From an optimization exercise on the open Yosys and OpenROAD flow, aimed at small area; shortcuts taken in it are not production practice. At most, simulation tests tie the RTL to the original design; equivalence was not proved. For runs 4 to 6, only the layout was checked, not whether the RTL still works. Power and IR drop assume default switching activity.

File: flow/run.sh
#!/bin/bash
# Standard layout, with port buffers of the smallest buffer and no dummy clock loads.
set -e
export BUFFER_PORTS_ARGS="-buffer_cell sky130_fd_sc_hd__buf_1"
export CTS_ARGS="-sink_clustering_enable -repair_clock_nets -dont_use_dummy_load -sink_clustering_size 19 -sink_clustering_max_diameter 90 -buf_list sky130_fd_sc_hd__clkbuf_8"
bash standard.sh > standard.log 2>&1
File: standard.sh
#!/bin/bash
# synth_recipe.tcl (not shown) runs the flow's synth.tcl, then flattens the netlist and writes it again
# the make line also repeats each setting of config.mk as NAME=value (left out here)
make -C /OpenROAD-flow-scripts/flow DESIGN_CONFIG=/design/flow/config.mk WORK_HOME=/design/flow/orfs CLKGATE_MAP_FILE= SYNTH_SCRIPT=/design/flow/synth_recipe.tcl "${@:-finish}"
File: config.mk
export PLATFORM = sky130hd
export DESIGN_NAME = console_buffer
export DESIGN_NICKNAME = console_buffer
export VERILOG_FILES = /design/flow/design.v
export SDC_FILE = /design/flow/constraint.sdc
export NUM_CORES = 4
export LEC_CHECK = 0
export CAP_MARGIN = 20
export CORE_MARGIN = 2
export CORE_UTILIZATION = 60
export SLEW_MARGIN = 20
export SYNTH_MEMORY_MAX_BITS = 4096
export TNS_END_PERCENT = 0
File: constraint.sdc
create_clock -name core_clock -period 5.0 [get_ports {clk}]
set_input_delay 1.0000 -clock core_clock [delete_from_list [all_inputs] [get_ports {clk}]]
set_output_delay 1.0000 -clock core_clock [all_outputs]
set_load 0.01 [all_outputs]
File: design.v
package console_geom_pkg;
  localparam int LINE_WIDTH   = 16;   
  localparam int SCREEN_LINES = 4;    
  localparam int FONT_ROWS    = 2;    
  localparam int BUF_LINES    = 16;
  localparam int COL_BITS     = 4;
  localparam int LINE_BITS    = 4;
  localparam int ADDR_BITS    = 8;    
  localparam int MAX_TAB      = 7;    
  typedef logic [LINE_BITS-1:0] line_idx_t;   
  typedef logic [COL_BITS-1:0]  col_idx_t;    
  typedef struct packed {
    line_idx_t line;
    col_idx_t  col;
  } line_col_t;
  typedef union packed {
    logic [ADDR_BITS-1:0] flat;
    line_col_t            lc;
  } buf_addr_u;
endpackage
package console_code_pkg;
  localparam logic [7:0] BS_CODE    = 8'h08;   
  localparam logic [7:0] HT_CODE    = 8'h09;   
  localparam logic [7:0] LF_CODE    = 8'h0A;   
  localparam logic [7:0] CR_CODE    = 8'h0D;   
  localparam logic [7:0] DEL_CODE   = 8'h7F;   
  localparam logic [7:0] CTRL_LIMIT = 8'd32;   
  localparam logic [7:0] BLANK_CHAR = 8'h00;   
  typedef enum logic [2:0] {
    op_print,
    op_backspace,
    op_newline,     
    op_tab
  } write_op_e;
  typedef struct packed {
    write_op_e  op;
    logic [7:0] ch;
  } write_cmd_t;
endpackage
`timescale 1ns/1ns
module char_decoder (
  input  logic       clk,
  input  logic       i_char_stb,
  input  logic [7:0] i_char,
  input  logic       i_alt_func_en,   
  input  logic       i_rdy,           
  output logic       o_keep,          
  output logic       o_cmd_ctrl,      
  output logic [7:0] o_cmd_ch
);
  logic ctrl;    
  always_comb begin
    ctrl   = 1'b0;
    o_keep = 1'b1;
    if (!i_alt_func_en) begin
      ctrl   = (i_char == console_code_pkg::BS_CODE) || (i_char == console_code_pkg::HT_CODE) ||
               (i_char == console_code_pkg::LF_CODE) || (i_char == console_code_pkg::CR_CODE);
      o_keep = !(((i_char < console_code_pkg::CTRL_LIMIT) && !ctrl) ||
                 (i_char == console_code_pkg::DEL_CODE));
    end
  end
  always_ff @(posedge clk) begin
    if (i_rdy) begin
      o_cmd_ch <= i_char;
    end
  end
  always_ff @(posedge clk) begin
    o_cmd_ctrl <= ctrl;
  end
endmodule
`timescale 1ns/1ns
module cursor_writer (
  input  logic       clk,
  input  logic       rst,
  input  logic       i_char_stb,
  input  logic       i_keep,         
  input  logic       i_cmd_ctrl,
  input  logic [7:0] i_cmd_ch,
  input  logic [2:0] i_tab_count,
  input  logic       i_clear_screen_stb,
  input  logic       i_reader_busy,
  output logic       o_rdy,          
  output logic       o_busy,
  input  logic [3:0] i_turn,         
  output logic       o_start_clear,  
  output logic       o_we,           
  output logic [3:0] o_wr_col,
  output logic [7:0] o_wr_data,
  output logic       o_rd_hide,      
  output logic       o_move,         
  output logic       o_clear,
  output logic [1:0] o_frame_cur,    
  output logic       o_line_clear    
);
  typedef enum logic [2:0] {
    st_idle,
    st_cmd,
    st_print,
    st_backspace,
    st_pad_line,     
    st_clear_line,   
    st_tab,
    st_clear_all
  } wr_state_e;
  wr_state_e  state;
  logic [3:0] col;
  logic [2:0] tab_cnt;
  logic       clear_req;
  logic [1:0] frame_cur;   
  logic       bs_d;     
  logic       wr_now;   
  logic       col_last;
  logic       tab_nz;
  logic       new_line;
  logic       col_inc;
  logic       start_clear;
  assign col_last = (col == 4'd15);
  assign tab_nz   = (tab_cnt != 3'd0);
  assign new_line = col_last && ((state == st_print) || (state == st_pad_line) ||
                                 ((state == st_tab) && tab_nz));
  assign col_inc = (state == st_print) || (state == st_pad_line) || (state == st_clear_line) ||
                   ((state == st_tab) && tab_nz) || ((state == st_clear_all) && (i_turn == 4'd15));
  assign start_clear = (state == st_idle) && clear_req && !i_reader_busy;
  assign o_rdy        = (state == st_idle) && !clear_req;
  assign o_busy       = ((state != st_idle) && (state != st_cmd)) || ((state == st_idle) && clear_req);
  assign wr_now    = (col[0] != i_turn[0]);
  assign o_we      = wr_now && (((state == st_cmd) && !i_cmd_ctrl) || (state == st_print) ||
                                (state == st_backspace) || bs_d);
  assign o_wr_col  = col;
  assign o_wr_data = ((state == st_cmd) || (state == st_print)) ? i_cmd_ch : console_code_pkg::BLANK_CHAR;
  assign o_rd_hide = ((state == st_print) && !wr_now) || (bs_d && wr_now);
  assign o_line_clear = (state == st_clear_line);
  assign o_clear       = (state == st_clear_all);
  assign o_start_clear = start_clear;
  assign o_frame_cur  = frame_cur;
  assign o_move = (state == st_clear_line);
  always_ff @(posedge clk) begin
    bs_d <= (state == st_backspace);
  end
  always_ff @(posedge clk) begin
    if (rst) begin
      state     <= st_clear_all;   
      col       <= '0;
      clear_req <= 1'b0;
    end else begin
      if (col_inc) begin
        col <= col + 4'd1;
      end
      case (state)
        st_idle: begin
          if (o_rdy) begin
            if (i_char_stb && i_keep) begin
              state <= st_cmd;
            end
          end else if (start_clear) begin
            clear_req <= 1'b0;
            col       <= '0;
            state     <= st_clear_all;
          end
        end
        st_cmd: begin
          if (!i_cmd_ctrl) begin
            state <= st_print;
          end else begin
            case (i_cmd_ch[2:0])
              3'd0: begin   
                if (col != 4'd0) begin
                  col <= col - 4'd1;
                end
                state <= st_backspace;
              end
              3'd1:    state <= st_tab;
              default: state <= st_pad_line;   
            endcase
          end
        end
        st_print:      state <= st_idle;
        st_backspace:  state <= st_idle;
        st_clear_line: if (col_last) state <= st_idle;
        st_tab:        if (!tab_nz) state <= st_idle;
        st_clear_all:  if ((i_turn == 4'd15) && col_last) state <= st_idle;
        default: ;
      endcase
      if (new_line) begin
        state <= st_clear_line;
      end
      if (i_clear_screen_stb) begin
        clear_req <= 1'b1;
      end
    end
  end
  always_ff @(posedge clk) begin
    if (state == st_cmd) begin
      tab_cnt <= i_tab_count;
    end else begin
      tab_cnt <= tab_cnt - 3'd1;
    end
  end
  always_ff @(posedge clk) begin
    if (rst || (state == st_clear_all)) begin
      frame_cur <= 2'd0;
    end else if (new_line && (frame_cur != 2'd3)) begin
      frame_cur <= frame_cur + 2'd1;
    end
  end
endmodule
`timescale 1ns/1ns
module char_ram (
  input  logic       clk,
  input  logic       rst,
  input  logic       i_start_clear,  
  input  logic       i_we,          
  input  logic [3:0] i_wr_col,
  input  logic [7:0] i_wr_data,
  input  logic       i_move,        
  input  logic       i_clear,       
  output logic [3:0] o_turn,
  input  logic [3:0] i_rd_col,
  input  logic [2:0] i_rd_src,      
  input  logic       i_rd_hide,     
  output logic [7:0] o_rd_data
);
  logic [7:0] rows [4][16];   
  logic [3:0] turn;
  logic [3:0] rd_place;
  logic [3:0] wr_place;
  logic [7:0] row_d [4];
  logic [7:0] port_d;
  logic [7:0] rd;
  always_ff @(posedge clk) begin
    if (rst || i_start_clear) begin
      turn <= '0;
    end else begin
      turn <= turn + 4'd1;
    end
  end
  assign o_turn   = turn;
  assign rd_place = i_rd_col - turn;
  assign wr_place = i_wr_col - turn - 4'd1;   
  assign port_d   = (i_clear || i_move) ? console_code_pkg::BLANK_CHAR : i_wr_data;
  always_ff @(posedge clk) begin
    for (int k = 0; k < 4; k++) begin
      for (int i = 0; i < 16; i++) begin
        rows[k][i] <= rows[k][(i + 1) % 16];
      end
    end
    if (i_clear || i_move) begin
      rows[0][14] <= rows[3][15];
      rows[1][14] <= rows[0][15];
      rows[2][14] <= rows[1][15];
    end
    for (int i = 0; i < 16; i += 2) begin
      if (i_clear || (i_move && (i == 14)) || (i_we && (wr_place[3:1] == i[3:1]))) begin
        rows[3][i] <= port_d;
      end
    end
  end
  always_comb begin
    logic [7:0] quad [4];
    for (int k = 0; k < 4; k++) begin
      for (int q = 0; q < 4; q++) begin
        quad[q] = '0;
        for (int i = 0; i < 4; i++) quad[q] |= rows[k][q*4 + i] & {8{rd_place[1:0] == i[1:0]}};
      end
      row_d[k] = '0;
      for (int q = 0; q < 4; q++) row_d[k] |= quad[q] & {8{rd_place[3:2] == q[1:0]}};
    end
  end
  always_comb begin
    case (i_rd_src)
      3'd0:    rd = row_d[0];
      3'd1:    rd = row_d[1];
      3'd2:    rd = row_d[2];
      3'd3:    rd = (i_rd_hide && (i_rd_col == i_wr_col)) ? console_code_pkg::BLANK_CHAR : row_d[3];
      default: rd = console_code_pkg::BLANK_CHAR;
    endcase
  end
  always_ff @(posedge clk) begin
    o_rd_data <= rd;
  end
endmodule
`timescale 1ns/1ns
module frame_reader (
  input  logic       clk,
  input  logic       rst,
  input  logic       i_read_frame_stb,
  input  logic       i_char_req_en,   
  input  logic       i_writer_busy,
  input  logic [1:0] i_frame_cur,    
  input  logic       i_line_clear,    
  output logic       o_busy,
  output logic [3:0] o_rd_col,       
  output logic [2:0] o_rd_src,       
  output logic       o_char_rdy
);
  typedef enum logic [1:0] {
    rd_idle,
    rd_wait_writer,
    rd_setup,
    rd_request
  } rd_state_e;
  rd_state_e  state;
  logic [6:0] pos;      
  logic       req_hit;
  logic       in_delay;
  logic       rdy_d1;   
  assign in_delay = (state == rd_request) && rdy_d1;
  assign req_hit  = (state == rd_request) && !rdy_d1 && i_char_req_en && !i_line_clear;
  assign o_busy   = (state == rd_setup) || (state == rd_request);
  always_ff @(posedge clk) begin
    if (rst) begin
      state      <= rd_idle;
      rdy_d1     <= 1'b0;
      o_char_rdy <= 1'b0;
    end else begin
      rdy_d1     <= req_hit;
      o_char_rdy <= rdy_d1;
      case (state)
        rd_wait_writer: if (!i_writer_busy) state <= rd_setup;   
        rd_setup:       state <= rd_request;
        rd_request:     if (in_delay && (pos == 7'd127)) state <= rd_idle;   
        default: ;
      endcase
      if (i_read_frame_stb) begin
        state <= rd_wait_writer;   
      end
    end
  end
  always_ff @(posedge clk) begin
    if (state == rd_wait_writer) begin
      pos <= '0;
    end else if (in_delay) begin
      pos <= pos + 7'd1;
    end
  end
  logic [1:0] scr;    
  logic [2:0] src;
  assign scr = pos[6:5];
  always_comb begin
    if (scr == i_frame_cur) begin
      src = 3'd3;
    end else if (scr < i_frame_cur) begin
      src = {1'b0, i_frame_cur - scr - 2'd1};
    end else begin
      src = 3'd4;
    end
  end
  assign o_rd_col = pos[3:0];
  always_ff @(posedge clk) begin
    o_rd_src <= src;
  end
endmodule
`timescale 1ns/1ns
module console_buffer (
  input  logic       clk,
  input  logic       rst,
  input  logic       i_char_stb,
  input  logic [7:0] i_char,
  input  logic       i_alt_func_en,
  input  logic [2:0] i_tab_count,
  input  logic       i_clear_screen_stb,
  output logic       o_wr_char_rdy,
  input  logic       i_read_frame_stb,
  input  logic       i_char_req_en,
  output logic       o_char_rdy,
  output logic [7:0] o_char
);
  logic       keep;
  logic       rdy;
  logic       cmd_ctrl;
  logic [7:0] cmd_ch;
  logic       writer_busy;
  logic       reader_busy;
  logic       we;
  logic [3:0] wr_col;
  logic [7:0] wr_data;
  logic       move;
  logic       clear;
  logic       start_clear;
  logic       rd_hide;
  logic [1:0] frame_cur;
  logic [3:0] rd_col;
  logic [3:0] turn;
  logic [2:0] rd_src;
  logic       line_clear;
  char_decoder u_char_decoder (
    .clk(clk),
    .i_char_stb(i_char_stb), .i_char(i_char), .i_alt_func_en(i_alt_func_en),
    .i_rdy(rdy),
    .o_keep(keep), .o_cmd_ctrl(cmd_ctrl), .o_cmd_ch(cmd_ch)
  );
  assign o_wr_char_rdy = rdy;
  cursor_writer u_cursor_writer (
    .clk(clk), .rst(rst),
    .i_char_stb(i_char_stb), .i_keep(keep), .i_cmd_ctrl(cmd_ctrl), .i_cmd_ch(cmd_ch), .i_tab_count(i_tab_count),
    .i_clear_screen_stb(i_clear_screen_stb), .i_reader_busy(reader_busy),
    .o_rdy(rdy), .o_busy(writer_busy), .i_turn(turn), .o_start_clear(start_clear),
    .o_we(we), .o_wr_col(wr_col), .o_wr_data(wr_data), .o_rd_hide(rd_hide),
    .o_move(move), .o_clear(clear),
    .o_frame_cur(frame_cur), .o_line_clear(line_clear)
  );
  char_ram u_char_ram (
    .clk(clk), .rst(rst), .i_start_clear(start_clear), .i_we(we), .i_wr_col(wr_col), .i_wr_data(wr_data),
    .i_move(move), .i_clear(clear), .o_turn(turn),
    .i_rd_col(rd_col), .i_rd_src(rd_src), .i_rd_hide(rd_hide), .o_rd_data(o_char)
  );
  frame_reader u_frame_reader (
    .clk(clk), .rst(rst),
    .i_read_frame_stb(i_read_frame_stb), .i_char_req_en(i_char_req_en),
    .i_writer_busy(writer_busy), .i_frame_cur(frame_cur),
    .i_line_clear(line_clear),
    .o_busy(reader_busy), .o_rd_col(rd_col), .o_rd_src(rd_src), .o_char_rdy(o_char_rdy)
  );
endmodule
==> results of run 1 <==
## report_power, final
part | switching, mW | total [mW] | internal, mW
clock network | 1.27 | 1.91 | 0.637
registers | 0.0149 | 4.51 | 4.50
logic | 0.314 | 0.516 | 0.202
## final cells by class
class                           count  area share, %
Clock buffer                       35           2.52
Inverter                           24          0.471
Multi-Input combinational cell    727           33.8
Sequential cell                   561           59.1
Tap cell                          390           2.55
Timing Repair Buffer               44           1.56
## registers in the layout, indices dropped and copies added (netlist names)
signal / cells
u_char_decoder.o_cmd_ch: 8
u_char_decoder.o_cmd_ctrl: 1
u_char_ram.o_rd_data: 8
u_char_ram.rows: 512
u_char_ram.turn: 4
u_cursor_writer.bs_d: 1
u_cursor_writer.clear_req: 1
u_cursor_writer.col: 4
u_cursor_writer.frame_cur: 2
u_cursor_writer.state: 3
u_cursor_writer.tab_cnt: 3
u_frame_reader.o_char_rdy: 1
u_frame_reader.o_rd_src: 3
u_frame_reader.pos: 7
u_frame_reader.rdy_d1: 1
u_frame_reader.state: 2
## through the flow
| stage | hold WS, ns | power, mW |
|---|---|---|
| finish | 0.327 | 6.94 |
| global route | 0.337 | 7.19 |
| CTS | 0.335 | 7.01 |
| detailed placement | 0.333 | 5.14 |
| global placement | 0.328 | 5.14 |
| floorplan | 0.326 | 5.00 |
## worst max-delay path, cell delays in order (launching register included)
cell	delay [ns]
sky130_fd_sc_hd__dfxtp_1	0.38
sky130_fd_sc_hd__inv_1	0.12
sky130_fd_sc_hd__ha_4	0.18
sky130_fd_sc_hd__fa_4	1.11
sky130_fd_sc_hd__buf_12	0.34
sky130_fd_sc_hd__nand2b_1	0.38
sky130_fd_sc_hd__a21oi_1	0.07
sky130_fd_sc_hd__nor4_1	0.45
sky130_fd_sc_hd__o22ai_1	0.18
sky130_fd_sc_hd__or4_1	0.54
## cells in the final DEF (no fill, tap or decap), drive strengths merged, types with 3 or more instances in the layout
master	netlist	layout
or4	9	9
nor2	36	36
nor2b	4	4
mux2	27	27
nand4	5	5
nand2	181	181
mux2i	74	74
edfxtp	8	8
a31o	6	6
nor3	12	12
dfxtp	553	553
mux4	116	116
inv	24	24
a21o	3	3
xor2	9	9
o21ai	34	34
buf	38	44
nand2b	7	7
nor4	11	11
a211oi	4	4
and3	4	4
clkbuf	31	35
ha	16	16
or2	3	3
a31oi	6	6
xnor2	11	11
o22ai	15	15
nand3	46	46
a21oi	60	60
## worst min-delay path by stage
stage,from,to,depth (start not counted)
CTS,u_char_ram.rows[52][5]$_DFF_P_,u_char_ram.rows[51][5]$_DFF_P_,0
global placement,u_char_ram.rows[58][5]$_DFF_P_,u_char_ram.rows[57][5]$_DFF_P_,0
floorplan,u_char_ram.rows[1][0]$_DFF_P_,u_char_ram.rows[0][0]$_DFF_P_,0
detailed placement,u_char_ram.rows[16][0]$_DFF_P_,u_char_ram.rows[31][0]$_DFF_P_,0
finish,u_char_ram.rows[52][5]$_DFF_P_,u_char_ram.rows[51][5]$_DFF_P_,0
global route,u_char_ram.rows[52][5]$_DFF_P_,u_char_ram.rows[51][5]$_DFF_P_,0
## kinds of logic after synthesis
kind of cell	count (synthesis)	share of synthesized area, %
DFF	561	62.4
buffers and inverters	93	2.23
muxes	217	20.2
adders and majority gates	18	1.33
AOI/OAI and AO/OA	142	4.59
and+or+nand+nor	330	8.24
xor gates and xnor gates	20	1.01
## metal layers
| metal | wire length, um | up-vias | share of wire (%) |
|---|---|---|---|
| met5 | 0 | - | 0 |
| met4 | 641 | 0 | 1.8 |
| met3 | 1440 | 45 | 4.0 |
| met2 | 15800 | 186 | 44 |
| met1 | 18100 | 5102 | 50 |
| li1 | - | 4907 | - |
==> run notes, run 1 <==
Starting Density 61.0%; length of the first detailed-routing pass in iterations 5; horizontal die dimension 178 um; Post-Place Worst Slack 1.07 ns; maximum vdd ir drop approximately 250 uV; Period minus WS final 3.89 ns; hold_buf cts 0; reg2reg start u_frame_reader.pos[0]$_SDFFE_PP0P_; most common library cells after synthesis 553 x sky130_fd_sc_hd__dfxtp_1, 181 x sky130_fd_sc_hd__nand2_1, 116 x sky130_fd_sc_hd__mux4_2; number of primary I/O pins 28; leading register cell type out of synthesis sky130_fd_sc_hd__dfxtp_1; total setup buffers inserted after CTS 0; number of nets in the finished design 1429; CP Launch Type flop; required time at the endpoint of the critical path 5.44 ns; Syn Nets 1417; final std cells w/o fill 1781; min setup slack post-route about 1.1 ns; vias in the first global route approximately 10000; Yosys cell types 56; total number of yosys warnings 7; Initial DRC Count between 600 and 700; fin crit share 77.8%; worst setup path endpoint u_char_ram.o_rd_data[1]$_DFF_P_; H-tree depth reported by CTS 2; Max Fclk 0.257 GHz; areal power density over the cells 362 nW/um^2; summed instance area of the synthesized netlist about 18000 um^2; sequential cell area around 11000 um^2; average via count per standard cell 5.75; Placed Instances 1745; synthesis-stage register bit count 561; most frequent cell after synthesis sky130_fd_sc_hd__dfxtp_1; P_leak 7.03 nW; Register-to-Register Setup Slack between 1 and 1.5 ns; # DRC 0; FF-to-FF path depth 9; count of endpoints failing setup in the final report 0; Clock Skew 0.0670 ns; largest cells by area after synthesis sky130_fd_sc_hd__dfxtp_1 61%, sky130_fd_sc_hd__mux4_2 14%, sky130_fd_sc_hd__mux2i_1 4.1%; Skew-Pair Late Insertion Delay 0.58 ns; final hold violation count 0; Die Height between 150 and 200 um; clock tree from TritonCTS done; post-CTS sizing 0; Worst Path Max Fanout 41; count of standard-cell rows 63; Synth top area share 61.1%; count of vias placed by the detailed router 10200; total area of multi-input combinational cells 6470 um^2; wire length of the first global-routing pass approximately 57000 um; initial antenna violation count 0; cell area after placement approximately 19000 um^2; met2 global-route usage 35.8%; Total Negative Setup Slacks 0 ns; critical path startpoint u_frame_reader.pos[0]$_SDFFE_PP0P_; diode count 0; CTS Root Cell sky130_fd_sc_hd__clkbuf_8; number of clock sinks 561; critical path endpoint category flop; most utilized layer in the global route result met1; mean post-synth cell area 13.1 um^2; fin area 19100 um^2; aggregate global-route resource usage 23.4%; Die Area 31600 um^2; Final Core Density between 60% and 70%; Worst Path Class, Setup flop to flop; dpl hpwl 23600 um; Routed wire per std cell 20.2 um; gate count after technology mapping around 1400; worst flop-to-flop path endpoint u_char_ram.o_rd_data[1]$_DFF_P_; Fill cells roughly 2300; I/O Buffers 27; max cap viols 0; met1 usage 35.9%; worst hold-check path type flop to flop; EDFF count, synth 8; register clock-pin slew on the reported worst setup and hold paths 0.11 ns; synthesis-to-finish area growth 5.63%; result of the run no timing/DRC/antenna violations; slew of the pin with the lowest slew margin 1.14 ns; met3 usage ~3%; total global routing overflow 0; RSZ-0062 raised after global routing no; fraction of the yosys area taken by sequential cells roughly 62%; largest net degree at the start of global routing 74; layout cells sized above 1 15.6%; leading area contributor after synthesis sky130_fd_sc_hd__dfxtp_1; number of antenna-violating nets in the routed design 0; CTS buffer count 35; gp weighted congestion 0.802; arrival time at the worst endpoint 4.33 ns; final number of max-transition violations 0; area of the placeable core 29700 um^2; worst-case clock buffer depth 3; DRT Wirelength 36000 um; normalized max-slew margin about a quarter; Async S/R FF share, synth 0%
==> inputs of run 2 (changes only) <==
--- a/config.mk
+++ b/config.mk
@@ -5,9 +5,8 @@
 export SDC_FILE = /design/flow/constraint.sdc
 export NUM_CORES = 4
 export LEC_CHECK = 0
-export CAP_MARGIN = 20
+export CAP_MARGIN = 5
 export CORE_MARGIN = 2
 export CORE_UTILIZATION = 60
-export SLEW_MARGIN = 20
+export SLEW_MARGIN = 5
 export SYNTH_MEMORY_MAX_BITS = 4096
-export TNS_END_PERCENT = 0
==> run 2 against run 1 <==
Effect of this change: clock power about the same; synthesized cell count unchanged; sequential power about the same; final cell count about the same; largest cell class unchanged; critical path depth unchanged.
==> run notes, run 2 <==
layout cells sized above 1 between 15 and 20%; total number of yosys warnings 7; destination of the worst hold path u_char_ram.rows[51][5]$_DFF_P_; EDFF count, synth 8; slew of the pin with the lowest slew margin 1.13 ns; synthesis-to-finish area growth 5.48%; I/O Buffers 27; Routed wire per std cell between 20 and 25 um; Total Negative Setup Slacks 0 ns; final hold violation count 0; Skew-Pair Late Insertion Delay 0.58 ns; most common cell after layout, fill and taps aside sky130_fd_sc_hd__dfxtp_1; hold-critical path depth 0; worst hold-check path type flop to flop; cell area after placement 18600 um^2; most common library cells after synthesis 553 x sky130_fd_sc_hd__dfxtp_1, 181 x sky130_fd_sc_hd__nand2_1, 116 x sky130_fd_sc_hd__mux4_2; largest registers in the final layout u_char_ram.rows (512), u_char_decoder.o_cmd_ch (8), u_char_ram.o_rd_data (8); worst flop-to-flop path endpoint u_char_ram.o_rd_data[1]$_DFF_P_; clock tree from TritonCTS done; leading area contributor after synthesis sky130_fd_sc_hd__dfxtp_1; Die Height about 180 um; aggregate global-route resource usage 23.4%; vias in the first global route 10200; Worst Path Max Fanout 41; Fill cells around 2300; post-CTS sizing 0; Syn Nets 1417; maximum vdd ir drop approximately 250 uV; most frequent cell after synthesis sky130_fd_sc_hd__dfxtp_1; hold_buf cts 0; largest net degree at the start of global routing 74; # DRC 0; H-tree depth reported by CTS 2; count of endpoints failing setup in the final report 0; number of antenna-violating nets in the routed design 0; arrival time at the worst endpoint 4.31 ns; Yosys cell types 56; fin crit share 77.4%; Final Core Density 64.3%; count of standard-cell rows 63; gate count after technology mapping between 1000 and 1500; fraction of the yosys area taken by sequential cells 62.4%; summed instance area of the synthesized netlist 18100 um^2; Register-to-Register Setup Slack 1.13 ns; CP Launch Type flop; fin area 19100 um^2; leading register cell type out of synthesis sky130_fd_sc_hd__dfxtp_1; Max Fclk 0.258 GHz; DRT Wirelength ~36000 um; length of the first detailed-routing pass in iterations 5; Initial DRC Count 708; reg2reg start u_frame_reader.pos[0]$_SDFFE_PP0P_; areal power density over the cells 363 nW/um^2; synthesis-stage register bit count 561; dpl hpwl 23600 um; P_leak 7.02 nW; Synth top area share 61.1%; total global routing overflow 0; Die Area approximately 32000 um^2; Async S/R FF share, synth 0%; min setup slack post-route about 1.1 ns; number of nets in the finished design 1428; count of vias placed by the detailed router between 10000 and 15000; Worst Path Class, Setup flop to flop; number of primary I/O pins 28; Pwr Total 6.94 mW; largest cells by area after synthesis sky130_fd_sc_hd__dfxtp_1 61%, sky130_fd_sc_hd__mux4_2 14%, sky130_fd_sc_hd__mux2i_1 4.1%; diode count 0; flip-flop count of the largest register, all copies and words added a little over 500; highest-count cells in the layout ignoring fill and taps 553 x sky130_fd_sc_hd__dfxtp_1, 179 x sky130_fd_sc_hd__nand2_1, 116 x sky130_fd_sc_hd__mux4_2; Post-Place Worst Slack 1.07 ns; number of clock sinks 561; final number of max-transition violations 0; Clock Skew 0.0686 ns; RSZ-0062 raised after global routing no; total setup buffers inserted after CTS 0; wire length of the first global-routing pass 57400 um; FF-to-FF path depth 9; result of the run no timing/DRC/antenna violations; critical path endpoint category flop; max cap viols 0; area of the placeable core 29700 um^2; Starting Density between 60% and 70%; initial antenna violation count 0; worst-case clock buffer depth 3; horizontal die dimension 178 um; CTS buffer count 35; register clock-pin slew on the reported worst setup and hold paths 0.11 ns; Period minus WS final between 3 and 4 ns; startpoint of the worst hold path u_char_ram.rows[52][5]$_DFF_P_; mean post-synth cell area 13.1 um^2; Biggest register u_char_ram.rows; gp weighted congestion 0.802; normalized max-slew margin 24.3%; average via count per standard cell 5.75; CTS Root Cell sky130_fd_sc_hd__clkbuf_8; required time at the endpoint of the critical path approximately 5.4 ns
-- run 2: cell count changes in the layout (fill, tap and decap cells not counted), sizes merged --
cell	change
buf	-1
-- run 2: worst max-delay path: stages, from the launching register on --
cell and delay, ns:
sky130_fd_sc_hd__dfxtp_1 0.38, sky130_fd_sc_hd__inv_1 0.12, sky130_fd_sc_hd__ha_4 0.18, sky130_fd_sc_hd__fa_4 1.10, sky130_fd_sc_hd__buf_12 0.34, sky130_fd_sc_hd__nand2b_1 0.38
sky130_fd_sc_hd__a21oi_1 0.07, sky130_fd_sc_hd__nor4_1 0.45, sky130_fd_sc_hd__o22ai_1 0.17, sky130_fd_sc_hd__or4_1 0.53
-- run 2: through the flow --
stage | cells | hold WS [ns]
5_1_grt | 1780 | 0.337
6_report | 1780 | 0.325
4_1_cts | 1780 | 0.335
2_1_floorplan | 1381 | 0.326
3_3_place_gp | 1745 | 0.328
3_5_place_dp | 1745 | 0.333
-- run 2: routing by layer --
layer  track usage [%]  vias to the layer above  share of wire [%]
met2              35.8                      188                 44
li1                  -                     4903                  -
met4              5.26                        0                1.7
met1              35.9                     5094                 51
met5                 0                        -                  0
met3              2.93                       43                3.7
-- run 2: logic make-up (layout without fill, tap and decap cells) --
logic type | after synthesis | after routing | share of synthesized area (%)
simple gates | 330 | 330 | 8.24
xor+xnor | 20 | 20 | 1.01
fa+ha+maj | 18 | 18 | 1.33
flops | 561 | 561 | 62.4
mux | 217 | 217 | 20.2
compound gates | 142 | 142 | 4.59
buf+inv | 93 | 102 | 2.23
-- run 2: layout make-up --
type / count / area (um^2) / area share (%)
flip-flops and latches: 561 / 11300 / 59.2
well taps: 390 / 488 / 2.55
multi-input cells: 727 / 6470 / 33.9
repair buffers: 43 / 272 / 1.42
inverters: 24 / 90.1 / 0.471
clock buffers: 35 / 482 / 2.52
-- run 2: worst max path at each step --
stage,startpoint,end,cells after the start
floorplan,u_frame_reader.pos[0]$_SDFFE_PP0P_,u_char_ram.o_rd_data[5]$_DFF_P_,10
finish,u_frame_reader.pos[0]$_SDFFE_PP0P_,u_char_ram.o_rd_data[1]$_DFF_P_,9
CTS,u_frame_reader.pos[0]$_SDFFE_PP0P_,u_char_ram.o_rd_data[1]$_DFF_P_,9
detailed placement,u_frame_reader.pos[0]$_SDFFE_PP0P_,u_char_ram.o_rd_data[1]$_DFF_P_,9
global placement,u_frame_reader.pos[0]$_SDFFE_PP0P_,u_char_ram.o_rd_data[2]$_DFF_P_,9
global route,u_frame_reader.pos[0]$_SDFFE_PP0P_,u_char_ram.o_rd_data[2]$_DFF_P_,9
-- run 2: power by group --
part           total, mW  internal, mW  switching (mW)
registers           4.51          4.50          0.0148
clock network       1.91         0.637            1.28
logic              0.515         0.202           0.313
==> inputs of run 3 (changes only) <==
--- a/config.mk
+++ b/config.mk
@@ -5,8 +5,10 @@
 export SDC_FILE = /design/flow/constraint.sdc
 export NUM_CORES = 4
 export LEC_CHECK = 0
-export CAP_MARGIN = 5
+export CAP_MARGIN = 20
 export CORE_MARGIN = 2
 export CORE_UTILIZATION = 60
-export SLEW_MARGIN = 5
+export GPL_ROUTABILITY_DRIVEN = 0
+export GPL_TIMING_DRIVEN = 0
+export SLEW_MARGIN = 20
 export SYNTH_MEMORY_MAX_BITS = 4096
==> run 3 against run 2 <==
Effect of this change: still clean on timing, DRC and antenna; final cell count grew 3.0%; first-iteration DRC count shrank 4.5%; power grew 0.75%; final area grew 0.51%; clock skew grew 0.0062 ns; setup slack lost 0.33 ns; critical path type unchanged; critical endpoint unchanged.
==> run notes, run 3 <==
horizontal die dimension 178 um; Die Height 178 um; most prevalent standard cell on the critical path sky130_fd_sc_hd__buf_2; CTS Root Cell sky130_fd_sc_hd__clkbuf_8; count of standard-cell rows 63; Max Fclk 0.238 GHz; Worst Path Class, Setup flop to flop; leading register cell type out of synthesis sky130_fd_sc_hd__dfxtp_1; final number of max-transition violations 0; Syn Nets 1417; dpl hpwl 28100 um; number of nets in the finished design about 1500; leading area contributor after synthesis sky130_fd_sc_hd__dfxtp_1; aggregate global-route resource usage a little over a quarter; count of vias placed by the detailed router 10500; CP Launch Type flop; most frequent cell after synthesis sky130_fd_sc_hd__dfxtp_1; Skew-Pair Late Insertion Delay 0.59 ns; total number of yosys warnings 7; clock tree from TritonCTS done; arrival time at the worst endpoint around 4.7 ns; Switching Share approximately a quarter; H-tree depth reported by CTS 2; worst hold-check path type flop to flop; Async S/R FF share, synth 0%; wire length of the first global-routing pass ~62000 um; layout cells sized above 1 15.4%; fin crit share 83.9%; worst-case clock buffer depth 3; area of the placeable core 29700 um^2; fraction of the yosys area taken by sequential cells 62.4%; critical path endpoint category flop; flip-flop count of the largest register, all copies and words added 512; total internal power 5.34 mW; number of primary I/O pins 28; length of the first detailed-routing pass in iterations 5; DRT Wirelength about 40000 um; largest cells by area after synthesis sky130_fd_sc_hd__dfxtp_1 61%, sky130_fd_sc_hd__mux4_2 14%, sky130_fd_sc_hd__mux2i_1 4.1%; required time at the endpoint of the critical path 5.45 ns; result of the run no timing/DRC/antenna violations; count of endpoints failing setup in the final report 0; synthesis-stage register bit count 561; gate count after technology mapping ~1400; Slowest cell on crit path sky130_fd_sc_hd__buf_1; Routed wire per std cell ~22 um; number of antenna-violating nets in the routed design 0; I/O Buffers 27; hold_buf cts 0; initial antenna violation count 0; largest net degree at the start of global routing 20; Starting Density 61.0%; summed instance area of the synthesized netlist around 18000 um^2; register clock-pin slew on the reported worst setup and hold paths 0.11 ns; highest-count cells in the layout ignoring fill and taps 553 x sky130_fd_sc_hd__dfxtp_1, 181 x sky130_fd_sc_hd__nand2_1, 116 x sky130_fd_sc_hd__mux4_2; Initial DRC Count 676; maximum vdd ir drop around 250 uV; post-CTS sizing 0; peak per-stage delay on the critical path about 0.78 ns; normalized max-slew margin a little under a quarter; vias in the first global route around 11000; RSZ-0062 raised after global routing no; mean post-synth cell area 13.1 um^2; areal power density over the cells 364 nW/um^2; # DRC 0; average via count per standard cell 5.74; Total Negative Setup Slacks 0 ns; cells along the critical path inv_1 > ha_1 > fa_1 > buf_4 > buf_2 > buf_2 > buf_1 > mux4_2 > mux2i_1 > o22ai_1 > or4_1; total setup buffers inserted after CTS 0; largest registers in the final layout u_char_ram.rows (512), u_char_decoder.o_cmd_ch (8), u_char_ram.o_rd_data (8); synthesis-to-finish area growth 6.02%; Yosys cell types 56; max cap viols 0; cell area after placement roughly 19000 um^2; slew of the pin with the lowest slew margin 1.16 ns; part of the total power dissipated in sequential elements 64.4%; most common cell after layout, fill and taps aside sky130_fd_sc_hd__dfxtp_1; P_leak 7.07 nW; clock network power share 27.3%; Worst Path Max Fanout 10; Clock Skew 0.0748 ns; final hold violation count 0; EDFF count, synth 8; total global routing overflow 0; P_sw 1.65 mW; number of clock sinks between 500 and 600; CTS buffer count 35; fin area 19200 um^2; diode count 0; Period minus WS final 4.20 ns; Biggest register u_char_ram.rows; most common library cells after synthesis 553 x sky130_fd_sc_hd__dfxtp_1, 181 x sky130_fd_sc_hd__nand2_1, 116 x sky130_fd_sc_hd__mux4_2; Die Area 31600 um^2; combinational power share ~8%; Synth top area share between 60% and 70%
## run 3: cell counts after synthesis
No cell type changed its count.
## run 3: worst max-delay path, delay by kind of cell (launching register included)
kind            cells  cell delay, ns
flops               1            0.38
simple gates        1            0.45
compound gates      1            0.11
fa+ha+maj           2            0.72
mux                 2            0.58
buf+inv             5            1.86
## run 3: cell type report
type	instances	area, um^2
timing repair buffer	28	106
sequential	561	11300
buffer	69	314
tap	390	488
fill	2270	10500
multi-input combinational	727	6420
clock buffer	35	482
inverter	24	90.1
## run 3: final timing paths
kind	start	end	slack (ns)	cells past startpoint
max	u_frame_reader.pos[0]$_SDFFE_PP0P_	u_char_ram.o_rd_data[1]$_DFF_P_	0.80	11
min	u_char_ram.rows[23][2]$_DFF_P_	u_char_ram.rows[22][2]$_DFF_P_	0.33	0
max reg2reg	u_frame_reader.pos[0]$_SDFFE_PP0P_	u_char_ram.o_rd_data[1]$_DFF_P_	0.80	11
min reg2reg	u_char_ram.rows[23][2]$_DFF_P_	u_char_ram.rows[22][2]$_DFF_P_	0.33	0
## run 3: kinds of logic (layout without fill, tap and decap cells)
group,Yosys count,count (layout),synth area share [%]
mux,217,217,20.2
buf+inv,93,156,2.23
simple gates,330,330,8.24
xor+xnor,20,20,1.01
compound gates,142,142,4.59
fa+ha+maj,18,18,1.33
flops,561,561,62.4
## run 3: power groups by stage
stage / registers (mW) / logic (mW) / clock network (mW)
2_1_floorplan: 4.61 / 0.383 / 0
3_3_place_gp: 4.61 / 0.581 / 0
3_5_place_dp: 4.61 / 0.581 / 0
4_1_cts: 4.51 / 0.582 / 1.96
5_1_grt: 4.51 / 0.620 / 2.13
6_report: 4.51 / 0.574 / 1.91
## run 3: layer usage
layer | global-route usage [%] | wire (um) | vias up
li1 | - | - | 5014
met1 | 37.7 | 18800 | 5235
met2 | 42.1 | 18500 | 213
met3 | 3.58 | 1650 | 56
met4 | 6.49 | 850 | 0
met5 | 0 | 0 | -
## run 3: stage by stage
stage	power, mW	cells	hold slack (ns)	util, %	setup slack [ns]
6_report	6.99	1834	0.327	64.6	0.805
5_1_grt	7.26	1834	0.333	64.6	0.545
4_1_cts	7.05	1834	0.326	64.6	0.764
3_5_place_dp	5.19	1799	0.331	63.0	0.756
3_3_place_gp	5.19	1798	0.327	63.0	0.743
2_1_floorplan	5.00	1381	0.326	-	1.75
==> inputs of run 4 (changes only) <==
--- a/design.v
+++ b/design.v
@@ -225,6 +225,7 @@
   logic [3:0] rd_place;
   logic [3:0] wr_place;
   logic [7:0] row_d [4];
+  logic [3:0] row_sel;
   logic [7:0] port_d;
   logic [7:0] rd;
   always_ff @(posedge clk) begin
@@ -256,6 +257,10 @@
     end
   end
   always_comb begin
+    for (int k = 0; k < 3; k++) row_sel[k] = (i_rd_src == k[2:0]);
+    row_sel[3] = (i_rd_src == 3'd3) && !(i_rd_hide && (i_rd_col == i_wr_col));
+  end
+  always_comb begin
     logic [7:0] quad [4];
     for (int k = 0; k < 4; k++) begin
       for (int q = 0; q < 4; q++) begin
@@ -263,18 +268,10 @@
         for (int i = 0; i < 4; i++) quad[q] |= rows[k][q*4 + i] & {8{rd_place[1:0] == i[1:0]}};
       end
       row_d[k] = '0;
-      for (int q = 0; q < 4; q++) row_d[k] |= quad[q] & {8{rd_place[3:2] == q[1:0]}};
+      for (int q = 0; q < 4; q++) row_d[k] |= quad[q] & {8{(rd_place[3:2] == q[1:0]) && row_sel[k]}};
     end
   end
-  always_comb begin
-    case (i_rd_src)
-      3'd0:    rd = row_d[0];
-      3'd1:    rd = row_d[1];
-      3'd2:    rd = row_d[2];
-      3'd3:    rd = (i_rd_hide && (i_rd_col == i_wr_col)) ? console_code_pkg::BLANK_CHAR : row_d[3];
-      default: rd = console_code_pkg::BLANK_CHAR;
-    endcase
-  end
+  assign rd = row_d[0] | row_d[1] | row_d[2] | row_d[3];
   always_ff @(posedge clk) begin
     o_rd_data <= rd;
   end
--- a/config.mk
+++ b/config.mk
@@ -8,7 +8,8 @@
 export CAP_MARGIN = 20
 export CORE_MARGIN = 2
 export CORE_UTILIZATION = 60
-export GPL_ROUTABILITY_DRIVEN = 0
-export GPL_TIMING_DRIVEN = 0
+export CTS_BUF_LIST = sky130_fd_sc_hd__clkbuf_8
+export CTS_CLUSTER_DIAMETER = 60
+export CTS_CLUSTER_SIZE = 16
 export SLEW_MARGIN = 20
 export SYNTH_MEMORY_MAX_BITS = 4096
==> run 4 against run 3 <==
Effect of this change: final cell count is 6.5% lower; via count is 3.8% lower; final area is 0.45% lower; sequential share of layout area is 0.27 points higher; critical path depth is 2 lower; synthesized cell count is 5.1% lower; combinational power is 99% higher; setup slack better by 0.70 ns; non-clock buffer count is 53 lower; utilization is 0.29 points lower; count of clock-buffer cells in the layout stayed put.
==> run notes, run 4 <==
leading register cell type out of synthesis sky130_fd_sc_hd__dfxtp_1; result of the run no timing/DRC/antenna violations; count of vias placed by the detailed router 10100; largest registers in the final layout u_char_ram.rows (512), u_char_decoder.o_cmd_ch (8), u_char_ram.o_rd_data (8); vias in the first global route slightly above 10000; average via count per standard cell 5.90; dpl hpwl 22900 um; largest net degree at the start of global routing 65; largest cells by area after synthesis sky130_fd_sc_hd__dfxtp_1 61%, sky130_fd_sc_hd__mux4_2 15%, sky130_fd_sc_hd__mux2i_1 4.3%; Total Negative Setup Slacks 0 ns; cells along the critical path inv_1 > ha_4 > fa_4 > buf_12 > mux4_2 > a22o_1 > a221oi_1 > nand3_1 > a22o_1; CTS Root Cell sky130_fd_sc_hd__clkbuf_8; required time at the endpoint of the critical path 5.45 ns; Register-to-Register Setup Slack 1.51 ns; length of the first detailed-routing pass in iterations 5; # DRC 0; area of the placeable core 29700 um^2; Synth top area share 61.1%; number of nets in the finished design 1362; areal power density over the cells 403 nW/um^2; Die Area ~32000 um^2; Die Height between 150 and 200 um; Worst Path Max Fanout 64; I/O Buffers 27; sequential cell area 11300 um^2; gate count after technology mapping 1310; hold_buf cts 0; most utilized layer in the global route result met2; peak per-stage delay on the critical path roughly 1.1 ns; Placed Instances about 1700; most common cell after layout, fill and taps aside sky130_fd_sc_hd__dfxtp_1; highest-count cells in the layout ignoring fill and taps 553 x sky130_fd_sc_hd__dfxtp_1, 124 x sky130_fd_sc_hd__mux4_2, 122 x sky130_fd_sc_hd__nand2_1; met1 usage ~36%; DRT Wirelength 36100 um; worst hold-check path type flop to flop; Biggest register u_char_ram.rows; total number of yosys warnings 7; worst-case clock buffer depth 3; number of antenna-violating nets in the routed design 0; final number of max-transition violations 0; clock tree from TritonCTS done; fin crit share 69.9%; arrival time at the worst endpoint between 3 and 4 ns; CTS buffer count 35; final std cells w/o fill about 1700; gp weighted congestion 0.799; aggregate global-route resource usage between 20% and 30%; layout cells sized above 1 16.8%; Async S/R FF share, synth 0%; RSZ-0062 raised after global routing no; Fill cells roughly 2200; critical path endpoint category flop; slew of the pin with the lowest slew margin 1.12 ns; summed instance area of the synthesized netlist around 18000 um^2; synthesis-stage register bit count ~560; P_leak 7.23 nW; Hold Slack about 0.34 ns; CP Launch Type flop; Initial DRC Count 779; total global routing overflow 0; number of primary I/O pins 28; horizontal die dimension 178 um; fraction of the yosys area taken by sequential cells between 60 and 70%; met3 usage about 3%; count of standard-cell rows 63; Routed wire per std cell 21.0 um; initial antenna violation count 0; flip-flop count of the largest register, all copies and words added 512; synthesis-to-finish area growth 5.55%; H-tree depth reported by CTS 2; Slowest cell on crit path sky130_fd_sc_hd__fa_4; register clock-pin slew on the reported worst setup and hold paths about 0.12 ns; number of clock sinks approximately 560; most common library cells after synthesis 553 x sky130_fd_sc_hd__dfxtp_1, 124 x sky130_fd_sc_hd__mux4_2, 123 x sky130_fd_sc_hd__nand2_1; max cap viols 0; Max Fclk 0.286 GHz; EDFF count, synth 8; Clock Skew 0.0476 ns; Starting Density between 60 and 70%; Worst Path Class, Setup flop to flop; Period minus WS final about 3.5 ns; leading area contributor after synthesis sky130_fd_sc_hd__dfxtp_1; most frequent cell after synthesis sky130_fd_sc_hd__dfxtp_1; wire length of the first global-routing pass 57700 um; final hold violation count 0; Skew-Pair Late Insertion Delay 0.56 ns; post-CTS sizing 0; normalized max-slew margin 24.9%; Syn Nets 1346; met2 global-route usage a little over a third; maximum vdd ir drop roughly 340 uV; mean post-synth cell area 13.8 um^2; count of endpoints failing setup in the final report 0; Final Core Density between 60% and 70%; Yosys cell types 66; total setup buffers inserted after CTS 0; most prevalent standard cell on the critical path sky130_fd_sc_hd__a22o_1; total area of multi-input combinational cells 6470 um^2; diode count 0
-- run 4: worst max-delay path, delay by kind of cell (launching register included) --
kind            cells  cell delay (ns)
compound gates      3             0.66
fa+ha+maj           2             1.27
buf+inv             2             0.52
flops               1             0.43
mux                 1             0.36
simple gates        1             0.11
-- run 4: per-stage QoR --
| stage | total power, mW | instance area (um^2) | setup WS [ns] |
|---|---|---|---|
| after global placement | 5.89 | 18600 | 1.60 |
| after global routing | 8.03 | 19100 | 1.31 |
| after CTS | 7.77 | 19100 | 1.51 |
| after floorplan | 5.55 | 18100 | 2.07 |
| final | 7.70 | 19100 | 1.51 |
| after detailed placement | 5.90 | 18600 | 1.53 |
-- run 4: cells by family after synthesis --
| family | Yosys count | share of synthesized area, % |
|---|---|---|
| AND/OR/NAND/NOR | 267 | 6.74 |
| AO/OA/AOI/OAI | 123 | 4.75 |
| buffers and inverters | 89 | 2.20 |
| flip-flops | 561 | 62.4 |
| adder cells (fa/ha/maj) | 18 | 1.33 |
| multiplexers | 232 | 21.6 |
| XOR/XNOR | 20 | 0.967 |
-- run 4: report_power, final --
| group | switching (mW) | internal (mW) | leakage (nW) |
|---|---|---|---|
| clock | 1.27 | 0.638 | 0.252 |
| combinational | 0.741 | 0.403 | 2.45 |
| sequential | 0.0944 | 4.55 | 4.53 |
-- run 4: final cells by class --
| class | count | share of cell area [%] |
|---|---|---|
| clock buffer | 35 | 2.52 |
| inverter | 24 | 0.471 |
| sequential | 561 | 59.1 |
| timing repair buffer | 44 | 1.46 |
| multi-input combinational | 660 | 33.9 |
| tap | 390 | 2.55 |
-- run 4: final timing paths --
check,startpoint,endpoint,depth (start not counted)
hold / removal,u_char_ram.rows[58][4]$_DFF_P_,u_char_ram.rows[57][4]$_DFF_P_,0
hold reg to reg,u_char_ram.rows[58][4]$_DFF_P_,u_char_ram.rows[57][4]$_DFF_P_,0
setup / recovery,u_frame_reader.pos[0]$_SDFFE_PP0P_,u_char_ram.o_rd_data[2]$_DFF_P_,9
setup reg to reg,u_frame_reader.pos[0]$_SDFFE_PP0P_,u_char_ram.o_rd_data[2]$_DFF_P_,9
-- run 4: layer usage --
layer | share of wire [%] | routed length [um]
met5 | 0 | 0
met4 | 2.6 | 924
met3 | 4.4 | 1590
met2 | 45 | 16200
met1 | 48 | 17300
==> inputs of run 5 (changes only) <==
--- a/design.v
+++ b/design.v
@@ -225,7 +225,6 @@
   logic [3:0] rd_place;
   logic [3:0] wr_place;
   logic [7:0] row_d [4];
-  logic [3:0] row_sel;
   logic [7:0] port_d;
   logic [7:0] rd;
   always_ff @(posedge clk) begin
@@ -257,10 +256,6 @@
     end
   end
   always_comb begin
-    for (int k = 0; k < 3; k++) row_sel[k] = (i_rd_src == k[2:0]);
-    row_sel[3] = (i_rd_src == 3'd3) && !(i_rd_hide && (i_rd_col == i_wr_col));
-  end
-  always_comb begin
     logic [7:0] quad [4];
     for (int k = 0; k < 4; k++) begin
       for (int q = 0; q < 4; q++) begin
@@ -268,10 +263,13 @@
         for (int i = 0; i < 4; i++) quad[q] |= rows[k][q*4 + i] & {8{rd_place[1:0] == i[1:0]}};
       end
       row_d[k] = '0;
-      for (int q = 0; q < 4; q++) row_d[k] |= quad[q] & {8{(rd_place[3:2] == q[1:0]) && row_sel[k]}};
+      for (int q = 0; q < 4; q++) row_d[k] |= quad[q] & {8{(rd_place[3:2] == q[1:0]) && (i_rd_src == k[2:0])}};
     end
   end
-  assign rd = row_d[0] | row_d[1] | row_d[2] | row_d[3];
+  always_comb begin
+    rd = (row_d[0] | row_d[1] | row_d[2]) |
+         ((i_rd_hide && (i_rd_col == i_wr_col)) ? console_code_pkg::BLANK_CHAR : row_d[3]);
+  end
   always_ff @(posedge clk) begin
     o_rd_data <= rd;
   end
==> run 5 against run 4 <==
Effect of this change: sequential power is essentially flat; hold slack worse by 0.019 ns; global-route usage rose by 0.092 points; critical path type unchanged.
==> run notes, run 5 <==
result of the run no timing/DRC/antenna violations; largest registers in the final layout u_char_ram.rows (512), u_char_decoder.o_cmd_ch (8), u_char_ram.o_rd_data (8); area of the placeable core slightly below 30000 um^2; clock tree from TritonCTS done; Die Height 178 um; cell area after placement about 19000 um^2; gate count after technology mapping 1318; most common cell after layout, fill and taps aside sky130_fd_sc_hd__dfxtp_1; number of primary I/O pins 28; H-tree depth reported by CTS 2; largest cells by area after synthesis sky130_fd_sc_hd__dfxtp_1 61%, sky130_fd_sc_hd__mux4_2 16%, sky130_fd_sc_hd__mux2i_1 2.8%; part of the total power dissipated in sequential elements approximately three fifths; fin crit share 71.8%; Skew-Pair Late Insertion Delay 0.56 ns; fin area about 19000 um^2; critical path endpoint category flop; Worst Path Max Fanout 38; layout cells sized above 1 17.6%; synthesis-to-finish area growth 5.39%; Yosys cell types 68; Max Fclk 0.278 GHz; P_leak 7.16 nW; Biggest register u_char_ram.rows; register clock-pin slew on the reported worst setup and hold paths 0.11 ns; total global routing overflow 0; CP Launch Type flop; total internal power 5.57 mW; min setup slack post-route 1.41 ns; max cap viols 0; EDFF count, synth 8; vias in the first global route 10300; flip-flop count of the largest register, all copies and words added 512; normalized max-slew margin 29.5%; Die Area 31600 um^2; dpl hpwl 22900 um; fraction of the yosys area taken by sequential cells between 60% and 70%; required time at the endpoint of the critical path 5.43 ns; summed instance area of the synthesized netlist 18100 um^2; hold_buf cts 0; aggregate global-route resource usage between 20% and 30%; areal power density over the cells a little over 400 nW/um^2; total number of yosys warnings 7; RSZ-0062 raised after global routing no; count of endpoints failing setup in the final report 0; I/O Buffers 27; Total Negative Setup Slacks 0 ns; # DRC 0; horizontal die dimension 178 um; final hold violation count 0; leading area contributor after synthesis sky130_fd_sc_hd__dfxtp_1; diode count 0; most common library cells after synthesis 553 x sky130_fd_sc_hd__dfxtp_1, 128 x sky130_fd_sc_hd__mux4_2, 98 x sky130_fd_sc_hd__nand2_1; clock network power share 24.6%; CTS Root Cell sky130_fd_sc_hd__clkbuf_8; largest net degree at the start of global routing between 50 and 60; worst hold-check path type flop to flop; DRT Wirelength 36200 um; Switching Share around 28%; count of vias placed by the detailed router 10100; CTS buffer count 35; initial antenna violation count 1; Hold Slack roughly 0.32 ns; Synth top area share just over 60%; average via count per standard cell 5.90; Fill cells 2213; slew of the pin with the lowest slew margin 1.05 ns; Starting Density just over 60%; mean post-synth cell area 13.8 um^2; Routed wire per std cell 21.1 um; number of nets in the finished design 1365; Async S/R FF share, synth 0%; Final Core Density 64.3%; Clock Skew roughly 0.065 ns; Worst Path Class, Setup flop to flop; Syn Nets between 1000 and 1500; total setup buffers inserted after CTS 0; length of the first detailed-routing pass in iterations 5; count of standard-cell rows 63; highest-count cells in the layout ignoring fill and taps 553 x sky130_fd_sc_hd__dfxtp_1, 128 x sky130_fd_sc_hd__mux4_2, 97 x sky130_fd_sc_hd__nand2_1; number of clock sinks 561; gp weighted congestion 0.831; arrival time at the worst endpoint 4.02 ns; Post-Place Worst Slack 1.37 ns; most frequent cell after synthesis sky130_fd_sc_hd__dfxtp_1; wire length of the first global-routing pass 58000 um; number of antenna-violating nets in the routed design 0; maximum vdd ir drop 326 uV; leading register cell type out of synthesis sky130_fd_sc_hd__dfxtp_1; P_sw around 2.1 mW; post-CTS sizing 0; final number of max-transition violations 0; worst-case clock buffer depth 3; Initial DRC Count ~650; synthesis-stage register bit count approximately 560; Period minus WS final 3.59 ns; combinational power share 15.1%
[run 5: changes by cell type after synthesis, sizes merged, moves of 5 or more]
cell    delta
a21oi      +8
a22oi      -6
a32oi      +7
clkbuf     +8
mux2i     -28
nand2     -25
nand3     +14
nor2       -8
nor3       +6
o21ai     +37
o22ai      +5
xor2       +6
[run 5: worst paths after layout]
check	start	endpoint	slack, ns	cells past startpoint
setup / recovery	u_frame_reader.pos[0]$_SDFFE_PP0P_	u_char_ram.o_rd_data[5]$_DFF_P_	1.41	9
hold / removal	u_char_ram.rows[62][5]$_DFF_P_	u_char_ram.rows[61][5]$_DFF_P_	0.32	0
setup reg to reg	u_frame_reader.pos[0]$_SDFFE_PP0P_	u_char_ram.o_rd_data[5]$_DFF_P_	1.41	9
hold reg to reg	u_char_ram.rows[62][5]$_DFF_P_	u_char_ram.rows[61][5]$_DFF_P_	0.32	0
[run 5: cell type report]
cell class                 instances  area (um^2)  share of cell area, %
clock buffer                      35          482                   2.52
inverter                          25         93.8                  0.491
multi-input combinational        660         6460                   33.8
sequential                       561        11300                   59.2
tap                              390          488                   2.55
timing repair buffer              46          269                   1.41
[run 5: cells by family after synthesis]
kind of cell               Yosys count  synth area share, %
adders and majority gates           18                 1.33
buffers and inverters               97                 2.45
AOI/OAI and AO/OA                  160                 5.60
xor gates and xnor gates            22                 1.21
DFF                                561                 62.4
muxes                              207                 20.5
and+or+nand+nor                    253                 6.56
[run 5: power by group through the flow]
stage | Combinational (mW) | Clock, mW | Sequential [mW]
after floorplan | 0.876 | 0 | 4.68
after global placement | 1.16 | 0 | 4.74
after detailed placement | 1.17 | 0 | 4.74
after CTS | 1.17 | 1.96 | 4.64
after global routing | 1.27 | 2.11 | 4.66
final | 1.16 | 1.89 | 4.64
[run 5: per-stage QoR]
| step | instances | power (mW) |
|---|---|---|
| finish | 1717 | 7.70 |
| CTS | 1716 | 7.77 |
| floorplan | 1318 | 5.56 |
| global route | 1717 | 8.04 |
| global placement | 1681 | 5.91 |
| detailed placement | 1681 | 5.91 |
[run 5: critical path: stages, from the launching register on]
cell                        delay (ns)
sky130_fd_sc_hd__dfxtp_1          0.40
sky130_fd_sc_hd__inv_1            0.13
sky130_fd_sc_hd__ha_4             0.19
sky130_fd_sc_hd__fa_4             1.16
sky130_fd_sc_hd__buf_4            0.34
sky130_fd_sc_hd__mux4_2           0.31
sky130_fd_sc_hd__and3_1           0.20
sky130_fd_sc_hd__a2111oi_2        0.32
sky130_fd_sc_hd__a32oi_1          0.07
sky130_fd_sc_hd__or3_1            0.35
[run 5: per-layer routing]
layer	global-route usage (%)	wire length, um
met1	33.8	16900
met5	0	0
met4	7.17	996
met2	37.6	16600
met3	4.22	1780
==> inputs of run 6 (changes only) <==
--- a/design.v
+++ b/design.v
@@ -215,16 +215,17 @@
   input  logic       i_move,        
   input  logic       i_clear,       
   output logic [3:0] o_turn,
-  input  logic [3:0] i_rd_col,
-  input  logic [2:0] i_rd_src,      
+  input  logic [3:0] i_rd_col,      
+  input  logic [3:0] i_rd_src,      
   input  logic       i_rd_hide,     
   output logic [7:0] o_rd_data
 );
   logic [7:0] rows [4][16];   
   logic [3:0] turn;
-  logic [3:0] rd_place;
+  logic [3:0] next_place;   
+  logic [3:0] place_lo;     
+  logic [3:0] place_hi;     
   logic [3:0] wr_place;
-  logic [7:0] row_d [4];
   logic [7:0] port_d;
   logic [7:0] rd;
   always_ff @(posedge clk) begin
@@ -235,7 +236,13 @@
     end
   end
   assign o_turn   = turn;
-  assign rd_place = i_rd_col - turn;
+  assign next_place = i_rd_col - turn - 4'd1;
+  always_ff @(posedge clk) begin
+    for (int i = 0; i < 4; i++) begin
+      place_lo[i] <= (next_place[1:0] == i[1:0]);
+      place_hi[i] <= (next_place[3:2] == i[1:0]);
+    end
+  end
   assign wr_place = i_wr_col - turn - 4'd1;   
   assign port_d   = (i_clear || i_move) ? console_code_pkg::BLANK_CHAR : i_wr_data;
   always_ff @(posedge clk) begin
@@ -257,19 +264,18 @@
   end
   always_comb begin
     logic [7:0] quad [4];
+    logic       row_on;
+    rd = '0;
     for (int k = 0; k < 4; k++) begin
+      row_on = i_rd_src[k];
+      if (k == 3) row_on = row_on && !(i_rd_hide && (i_rd_col == i_wr_col));
       for (int q = 0; q < 4; q++) begin
         quad[q] = '0;
-        for (int i = 0; i < 4; i++) quad[q] |= rows[k][q*4 + i] & {8{rd_place[1:0] == i[1:0]}};
+        for (int i = 0; i < 4; i++) quad[q] |= rows[k][q*4 + i] & {8{place_lo[i]}};
+        rd |= quad[q] & {8{place_hi[q] && row_on}};
       end
-      row_d[k] = '0;
-      for (int q = 0; q < 4; q++) row_d[k] |= quad[q] & {8{(rd_place[3:2] == q[1:0]) && (i_rd_src == k[2:0])}};
     end
   end
-  always_comb begin
-    rd = (row_d[0] | row_d[1] | row_d[2]) |
-         ((i_rd_hide && (i_rd_col == i_wr_col)) ? console_code_pkg::BLANK_CHAR : row_d[3]);
-  end
   always_ff @(posedge clk) begin
     o_rd_data <= rd;
   end
@@ -285,7 +291,7 @@
   input  logic       i_line_clear,    
   output logic       o_busy,
   output logic [3:0] o_rd_col,       
-  output logic [2:0] o_rd_src,       
+  output logic [3:0] o_rd_src,       
   output logic       o_char_rdy
 );
   typedef enum logic [1:0] {
@@ -342,7 +348,7 @@
   end
   assign o_rd_col = pos[3:0];
   always_ff @(posedge clk) begin
-    o_rd_src <= src;
+    for (int k = 0; k < 4; k++) o_rd_src[k] <= (src == k[2:0]);
   end
 endmodule
 `timescale 1ns/1ns
@@ -376,7 +382,7 @@
   logic [1:0] frame_cur;
   logic [3:0] rd_col;
   logic [3:0] turn;
-  logic [2:0] rd_src;
+  logic [3:0] rd_src;
   logic       line_clear;
   char_decoder u_char_decoder (
     .clk(clk),
==> run 6 against run 5 <==
Effect of this change: wire length increased by 6.8%; critical path depth decreased by 6; clock power increased by 2%; flip-flop and latch count increased by 9; synthesized cell count increased by 8.9%; highest routed layer unchanged; largest cell class unchanged; still clean on timing, DRC and antenna; utilization decreased by 0.77 points; final area decreased by 4.3%; first-iteration DRC count increased by 18%; critical path type is now flop to output port; power decreased by 13%.
==> run notes, run 6 <==
Skew-Pair Late Insertion Delay 0.57 ns; count of endpoints failing setup in the final report 0; met2 global-route usage a little under 40%; Period minus WS final 3.31 ns; fin crit share between 60% and 70%; count of vias placed by the detailed router between 10000 and 15000; Fill cells about 2300; final hold violation count 0; Switching Share 22.0%; Clock Skew 0.0386 ns; Worst Path Max Fanout 19; total internal power 5.24 mW; most common library cells after synthesis 562 x sky130_fd_sc_hd__dfxtp_1, 129 x sky130_fd_sc_hd__nand2_1, 97 x sky130_fd_sc_hd__a22o_1; worst flop-to-flop path endpoint u_char_ram.rows[60][4]$_DFF_P_; Pwr Total 6.72 mW; CTS Root Cell sky130_fd_sc_hd__clkbuf_8; hold-critical path depth 0; areal power density over the cells 367 nW/um^2; hold_buf cts 0; diode count 0; largest net degree at the start of global routing 67; Biggest register u_char_ram.rows; average via count per standard cell 6.10; synthesis-stage register bit count 570; final std cells w/o fill 1802; aggregate global-route resource usage between 20 and 30%; leading register cell type out of synthesis sky130_fd_sc_hd__dfxtp_1; gate count after technology mapping ~1400; slew of the pin with the lowest slew margin 1.04 ns; flip-flop count of the largest register, all copies and words added ~500; H-tree depth reported by CTS 2; DRT Wirelength 38700 um; startpoint of the worst hold path u_char_ram.rows[50][1]$_DFF_P_; part of the total power dissipated in sequential elements 68.7%; number of nets in the finished design 1456; Worst Path Class, Setup flop to output port; total global routing overflow 0; # DRC 0; final number of max-transition violations 0; Yosys cell types 52; CP Launch Type flop; number of primary I/O pins 28; worst hold-check path type flop to flop; maximum vdd ir drop 182 uV; arrival time at the worst endpoint 2.31 ns; Initial DRC Count between 700 and 800; CTS buffer count 35; Async S/R FF share, synth 0%; reg2reg start u_char_ram.turn[1]$_SDFF_PP0_; RSZ-0062 raised after global routing no; vias in the first global route roughly 11000; number of clock sinks between 500 and 600; normalized max-slew margin 30.2%; summed instance area of the synthesized netlist ~18000 um^2; fraction of the yosys area taken by sequential cells between 60% and 70%; worst-case clock buffer depth 3; combinational power share 2.6%; horizontal die dimension 175 um; total setup buffers inserted after CTS 0; met3 usage 3.98%; largest cells by area after synthesis sky130_fd_sc_hd__dfxtp_1 64%, sky130_fd_sc_hd__a22o_1 4.8%, sky130_fd_sc_hd__a221oi_1 4.4%; clock network power share ~29%; max cap viols 0; highest-count cells in the layout ignoring fill and taps 558 x sky130_fd_sc_hd__dfxtp_1, 128 x sky130_fd_sc_hd__nand2_1, 97 x sky130_fd_sc_hd__a22o_1; P_sw between 1 and 1.5 mW; leading area contributor after synthesis sky130_fd_sc_hd__dfxtp_1; register clock-pin slew on the reported worst setup and hold paths 0.12 ns; P_leak 7.09 nW; result of the run no timing/DRC/antenna violations; synthesis-to-finish area growth 4.24%; Placed Instances 1767; Register-to-Register Setup Slack 2.20 ns; I/O Buffers 27; critical path endpoint category output port; clock tree from TritonCTS done; length of the first detailed-routing pass in iterations 5; dpl hpwl 23000 um; mean post-synth cell area about 12 um^2; number of antenna-violating nets in the routed design 0; EDFF count, synth 8; required time at the endpoint of the critical path roughly 4 ns; FF-to-FF path depth 7; Syn Nets between 1000 and 1500; most frequent cell after synthesis sky130_fd_sc_hd__dfxtp_1; post-CTS sizing 0; largest registers in the final layout u_char_ram.rows (512), u_char_decoder.o_cmd_ch (8), u_char_ram.o_rd_data (8); area of the placeable core 28800 um^2; initial antenna violation count 0; Max Fclk 0.302 GHz; Total Negative Setup Slacks 0 ns; total number of yosys warnings 6; gp weighted congestion 0.767; most common cell after layout, fill and taps aside sky130_fd_sc_hd__dfxtp_1; Routed wire per std cell 21.5 um; layout cells sized above 1 between 6 and 7%; Synth top area share 64.1%; count of standard-cell rows 62; Die Height 175 um; wire length of the first global-routing pass 61100 um; most utilized layer in the global route result met2; Starting Density 60.9%; Die Area roughly 30000 um^2; destination of the worst hold path u_char_ram.rows[49][1]$_DFF_P_; met1 usage a little under two fifths
[run 6: cell type report]
type                       count  area (um^2)  share of cell area [%]
timing repair buffer          36          169                   0.924
inverter                      24         90.1                   0.493
tap                          384          480                    2.63
multi-input combinational    753         5560                    30.4
sequential                   570        11500                    62.9
clock buffer                  35          482                    2.63
[run 6: critical path: stages (launching register included)]
cell	delay, ns
sky130_fd_sc_hd__dfxtp_1	0.51
sky130_fd_sc_hd__or4_1	0.71
sky130_fd_sc_hd__inv_1	0.34
sky130_fd_sc_hd__buf_1	0.20
[run 6: logic make-up (layout without fill, tap and decap cells)]
logic type,count (synthesis),in the layout,synth area share [%]
AND/OR/NAND/NOR,247,247,6.68
flip-flops,570,570,65.5
adder cells (fa/ha/maj),18,18,1.37
AO/OA/AOI/OAI,373,373,17.0
XOR/XNOR,22,22,1.10
multiplexers,93,93,5.49
buffers and inverters,112,95,2.88
[run 6: per-stage QoR]
stage / setup WS (ns) / cell area, um^2 / hold WS, ns / util [%]
after CTS: 1.66 / 18300 / 0.329 / 63.5
after detailed placement: 2.25 / 17800 / 0.337 / 61.8
after global placement: 2.26 / 17800 / 0.333 / 61.8
after floorplan: 2.68 / 17500 / 0.331 / -
final: 1.69 / 18300 / 0.329 / 63.5
after global routing: 1.58 / 18300 / 0.334 / 63.5
[run 6: how the worst max path moves through the flow]
| stage | from | to | cells past startpoint |
|---|---|---|---|
| final | u_cursor_writer.state[1]$_SDFFE_PP1P_ | o_wr_char_rdy | 3 |
| after global placement | u_char_ram.place_lo[0]$_DFF_P_ | u_char_ram.o_rd_data[5]$_DFF_P_ | 6 |
| after CTS | u_cursor_writer.state[1]$_SDFFE_PP1P_ | o_wr_char_rdy | 3 |
| after detailed placement | u_char_ram.place_lo[0]$_DFF_P_ | u_char_ram.o_rd_data[1]$_DFF_P_ | 6 |
| after floorplan | u_cursor_writer.state[1]$_SDFFE_PP1P_ | o_wr_char_rdy | 3 |
| after global routing | u_cursor_writer.state[1]$_SDFFE_PP1P_ | o_wr_char_rdy | 3 |
[run 6: layer usage]
metal | part of all wire, % | vias up | routed length (um)
li1 | - | 5251 | -
met1 | 49 | 5454 | 18900
met2 | 44 | 222 | 17100
met3 | 4.5 | 65 | 1740
met4 | 2.6 | 0 | 1020
met5 | 0 | - | 0
[run 6: power groups by stage]
stage	Combinational (mW)	Sequential (mW)	Clock [mW]
floorplan	0.156	4.68	0
global placement	0.172	4.72	0
detailed placement	0.173	4.72	0
CTS	0.173	4.61	1.98
global route	0.188	4.62	2.14
finish	0.174	4.61	1.93

## re-timing with driven ports
How much do the figures lean on ideal ports? The routed layouts below were timed once more, with nothing changed but the port constraints. Step 1 sets driving cells, clkbuf_16 on the clock port and buf_2 on the other inputs (assumed; they add their load-dependent delay and slew). Step 2 moves the port delays by t, midway between the first and last clock arrival at a register: inputs arrive t later, outputs are due t later. That takes back most of the time a late clock gives input paths. Slacks: ideal / step 1 / step 2; pairs: ideal / step 1.
run | t, ns | slack for setup (ns) | worst slew at a driven data input, ns
run 1 | 0.592 | 1.111 / 1.111 / 1.111 | 0.03
run 2 | 0.593 | 1.130 / 1.130 / 1.130 | 0.03
run 3 | 0.600 | 0.805 / 0.805 / 0.805 | 0.03
run 4 | 0.582 | 1.506 / 1.506 / 1.506 | 0.03
run 5 | 0.583 | 1.408 / 1.408 / 1.408 | 0.03
run 6 | 0.602 | 1.693 / 1.644 / 2.204 | 0.03
After both steps setup and hold are still met in every run listed.
